From an optimization exercise on the open Yosys and OpenROAD flow, aimed at small area; shortcuts taken in it are not production practice.
RTL that was checked went through simulation tests only; none was proved equivalent to the original.
Power figures rest on the tool's default switching activity, not on a simulated workload.

Design id_stage, start of the top module:
module id_stage (
    input  logic                 clk,
    input  logic                 reset,
    input  rv_isa_pkg::rv_inst_t inst,
    input  logic [31:0]          pc,
    input  logic                 inst_valid,
    input  logic                 stall,
    input  logic                 flush,
    input  id_ctrl_pkg::wb_req_t wb,
    output id_ctrl_pkg::id_ex_t  id_ex
);
    logic load;
    logic hold;
    assign hold = reset && !flush && stall;
    assign load = reset && !flush && !stall && inst_valid;
    logic [3:0] cls;
    always_comb begin
        case (inst.r.opcode)
            op_load:   cls = 4'd1;
            op_store:  cls = 4'd2;
            op_branch: cls = 4'd3;
            op_jalr:   cls = 4'd4;
            op_jal:    cls = 4'd5;
            op_imm:    cls = 4'd6;
            op_r_type: cls = 4'd7;
            op_lui:    cls = 4'd8;
            op_auipc:  cls = 4'd9;
            default:   cls = 4'd0;
        endcase
    end
    logic [31:0] q1, q2, n1, n2;
  ...
==> flow/config.mk <==
export PLATFORM = sky130hd
export DESIGN_NAME = id_stage
export DESIGN_NICKNAME = id_stage
export VERILOG_FILES = /design/flow/design.v
export SDC_FILE = /design/flow/constraint.sdc
export NUM_CORES = 4
export LEC_CHECK = 0
export CAP_MARGIN = 20
export CORE_MARGIN = 2
export CORE_UTILIZATION = 65
export PLACE_DENSITY = 0.75
export SLEW_MARGIN = 20
export SYNTH_HIERARCHICAL = 1
==> flow/constraint.sdc <==
create_clock -name core_clock -period 3.5 [get_ports {clk}]
set_input_delay 0.7000 -clock core_clock [delete_from_list [all_inputs] [get_ports {clk}]]
set_output_delay 0.7000 -clock core_clock [all_outputs]
set_load 0.01 [all_outputs]
run.sh (not shown) runs the stock make flow with config.mk's settings and CLKGATE_MAP_FILE= SYNTH_SCRIPT=/design/flow/synth_recipe.tcl, a recipe that flattens the netlist after the stock synthesis.
The baseline finished with setup timing left.
Change:
- CORE_UTILIZATION: 65 -> 35
- PLACE_DENSITY: 0.75 -> 0.55
The changed run finished but failed the layout checks on setup timing.
Register-to-register slack improves by 0.14 ns.
Routed wire length rises by 10%.
Power rises by 1.8%.
First-iteration DRC count falls by 32%.
Core utilization falls by 35 points.
Die area rises by 84%.
No functional check of the RTL was part of any run of this note.

========
== job 101 ==
id_stage, a different RTL version from the one above (not shown whole).
For scale: about 3,800 cells after synthesis, about 1,100 flip-flops.
Settings: LEC_CHECK=0, CAP_MARGIN=20, CORE_MARGIN=2, CORE_UTILIZATION=35, PLACE_DENSITY=0.55, SLEW_MARGIN=20, SYNTH_HIERARCHICAL=1; clock period 3.5 ns.
What job 102 does differently from job 101 at the input level:
Settings: changing CORE_UTILIZATION from 35 to 55; changing PLACE_DENSITY from 0.55 to 0.7.
==> flow/flow/run.sh (new file) <==
#!/bin/bash
set -euo pipefail
export BUFFER_PORTS_ARGS="-buffer_cell sky130_fd_sc_hd__buf_1"
export CTS_ARGS="-sink_clustering_enable -repair_clock_nets -dont_use_dummy_load -sink_clustering_size 24 -sink_clustering_max_diameter 80 -buf_list sky130_fd_sc_hd__clkbuf_16"
bash standard.sh "BUFFER_PORTS_ARGS=$BUFFER_PORTS_ARGS" "CTS_ARGS=$CTS_ARGS" finish > flow_make.log 2>&1
==> flow/standard.sh (new file) <==
#!/bin/bash
# synth_recipe.tcl (not shown) runs the flow's synth.tcl, then flattens the netlist and writes it again
# the make line also repeats each setting of config.mk as NAME=value (left out here)
make -C /OpenROAD-flow-scripts/flow DESIGN_CONFIG=/design/flow/config.mk WORK_HOME=/design/flow/orfs CLKGATE_MAP_FILE= SYNTH_SCRIPT=/design/flow/synth_recipe.tcl "${@:-finish}"
removed: flow/run.sh
==> comparison <==
On combined area of the multi-input logic cells, job 102 tracks job 101 almost exactly. Job 102 ends up with lower internal power of the cells than job 101 does. Cell count: job 102 lower than job 101. Job 102 vs job 101 — worst-case hold slack dropped 250 ps. Compared with job 101, job 102 shows multi-input gate share of the layout cell area higher by 6.0 points. Higher non-clock buffer count goes to job 101 over job 102. In job 102 the portion of the layout cell area used by non-clock buffers turned out 7.2 points lower than in job 101. From job 101 to job 102, setup TNS did not move at all. Comparing job 101 with job 102, the share of the synthesized netlist area taken by xor and xnor gates came out essentially unchanged. Compared with job 101, job 102 shows a total length of routed wires that is 18 mm lower. Compare job 101 and job 102 | number of placed instances with taps included lower: job 102.
Modified inputs, job 103 compared to job 102
Settings: CORE_UTILIZATION changed from 55 to 50; PLACE_DENSITY changed from 0.7 to 0.65.
==> flow/flow/run.sh <==
#!/bin/bash
set -euo pipefail
export BUFFER_PORTS_ARGS="-buffer_cell sky130_fd_sc_hd__buf_1"
export CTS_ARGS="-sink_clustering_enable -repair_clock_nets -dont_use_dummy_load -sink_clustering_size 30 -sink_clustering_max_diameter 100 -buf_list sky130_fd_sc_hd__clkbuf_16"
bash standard.sh "BUFFER_PORTS_ARGS=$BUFFER_PORTS_ARGS" "CTS_ARGS=$CTS_ARGS" finish > flow_make.log 2>&1
--- outcome ---
- ~same static leakage in job 102 and job 103
- The final reports for job 103 and job 102 show total routed wirelength higher in the former.
- Relative to job 102, global-route wire length before repair has increased by 2.5% in job 103.
- Clock group share of total power ends up higher on job 102.
- Going from job 102 to job 103, maximum vdd ir drop grew by 81 uV, worst hold slack grew by 4.7 ps, die area grew by about 10%.

========
id_stage, a different RTL version from the one above (not shown whole).
Size in the first run: ~3800 cells after synthesis, ~260 I/O pins.
==> flow/config.mk <==
export PLATFORM = sky130hd
export DESIGN_NAME = id_stage
export DESIGN_NICKNAME = id_stage
export VERILOG_FILES = /design/flow/design.v
export SDC_FILE = /design/flow/constraint.sdc
export NUM_CORES = 4
export LEC_CHECK = 0
export CAP_MARGIN = 20
export CORE_MARGIN = 2
export CORE_UTILIZATION = 55
export PLACE_DENSITY = 0.7
export SLEW_MARGIN = 20
export SYNTH_HIERARCHICAL = 1
==> flow/constraint.sdc <==
create_clock -name core_clock -period 3.5 [get_ports {clk}]
set_input_delay 0.7000 -clock core_clock [delete_from_list [all_inputs] [get_ports {clk}]]
set_output_delay 0.7000 -clock core_clock [all_outputs]
set_load 0.01 [all_outputs]
standard.sh (not shown) runs the stock make flow with config.mk's settings and CLKGATE_MAP_FILE= SYNTH_SCRIPT=/design/flow/synth_recipe.tcl, a recipe that flattens the netlist after the stock synthesis.
==> flow/flow/run.sh <==
#!/bin/bash
set -euo pipefail
export BUFFER_PORTS_ARGS="-buffer_cell sky130_fd_sc_hd__buf_1"
export CTS_ARGS="-sink_clustering_enable -repair_clock_nets -dont_use_dummy_load -sink_clustering_size 16 -sink_clustering_max_diameter 60 -buf_list sky130_fd_sc_hd__clkbuf_8"
bash standard.sh "BUFFER_PORTS_ARGS=$BUFFER_PORTS_ARGS" "CTS_ARGS=$CTS_ARGS" finish > flow_make.log 2>&1
Rerun with:
==> flow/flow/run.sh (replaced) <==
#!/bin/bash
set -euo pipefail
export BUFFER_PORTS_ARGS="-buffer_cell sky130_fd_sc_hd__buf_1"
export CTS_ARGS="-sink_clustering_enable -repair_clock_nets -dont_use_dummy_load -sink_clustering_size 24 -sink_clustering_max_diameter 80 -buf_list sky130_fd_sc_hd__clkbuf_16"
bash standard.sh "BUFFER_PORTS_ARGS=$BUFFER_PORTS_ARGS" "CTS_ARGS=$CTS_ARGS" finish > flow_make.log 2>&1
Sequential power is about the same.
Core utilization rises by 0.21 points.
Hold slack gets better by 0.065 ns.
Design area rises slightly.
Worst setup slack gets better by 0.033 ns.
Fmax rises slightly.
Via count hardly moves.

[what the ideal ports hide]
No port has a modelled driver above. Below, the same layouts with a new extraction and two added sets of constraints. Step 1 (the two cells are an assumption about what drives the block):
set clk [get_ports {clk}]
set_driving_cell -lib_cell sky130_fd_sc_hd__clkbuf_16 $clk
set_driving_cell -lib_cell sky130_fd_sc_hd__buf_2 [delete_from_list [all_inputs] $clk]
Step 2, shift: input delay + t, output delay - t, t = (earliest + latest rising clock arrival at the registers) / 2. This alone moves slack from input paths to output paths. Three values: ideal ports, drivers, drivers and shift; two values: the first two.
| run | t, ns | setup slack, ns | worst setup path after step 2 | worst register clock-pin slew, ns |
|---|---|---|---|---|
| the first run of note 1 | 0.744 | -0.269 / -0.342 / -0.605 | input to register | 0.07 / 0.07 |
| the second run of note 1 | 0.811 | -0.251 / -0.328 / -0.491 | input to register | 0.07 / 0.07 |
| job 101 | 0.817 | 0.129 / 0.054 / -0.626 | input to register | 0.07 / 0.07 |
| job 102 | 0.732 | 0.244 / 0.173 / -0.312 | input to register | 0.10 / 0.10 |
| job 103 | 0.706 | 0.337 / 0.316 / -0.321 | input to register | 0.12 / 0.12 |
| the first run of note 3 | 0.791 | 0.150 / 0.082 / -0.470 | input to register | 0.11 / 0.11 |
| the second run of note 3 | 0.730 | 0.183 / 0.113 / -0.455 | input to register | 0.10 / 0.10 |
Met with ideal ports but missed after step 2: setup timing in 5 of these runs. The setup slack of job 101, which loses most, moves by -0.075 ns with the drivers and by -0.755 ns with both steps.
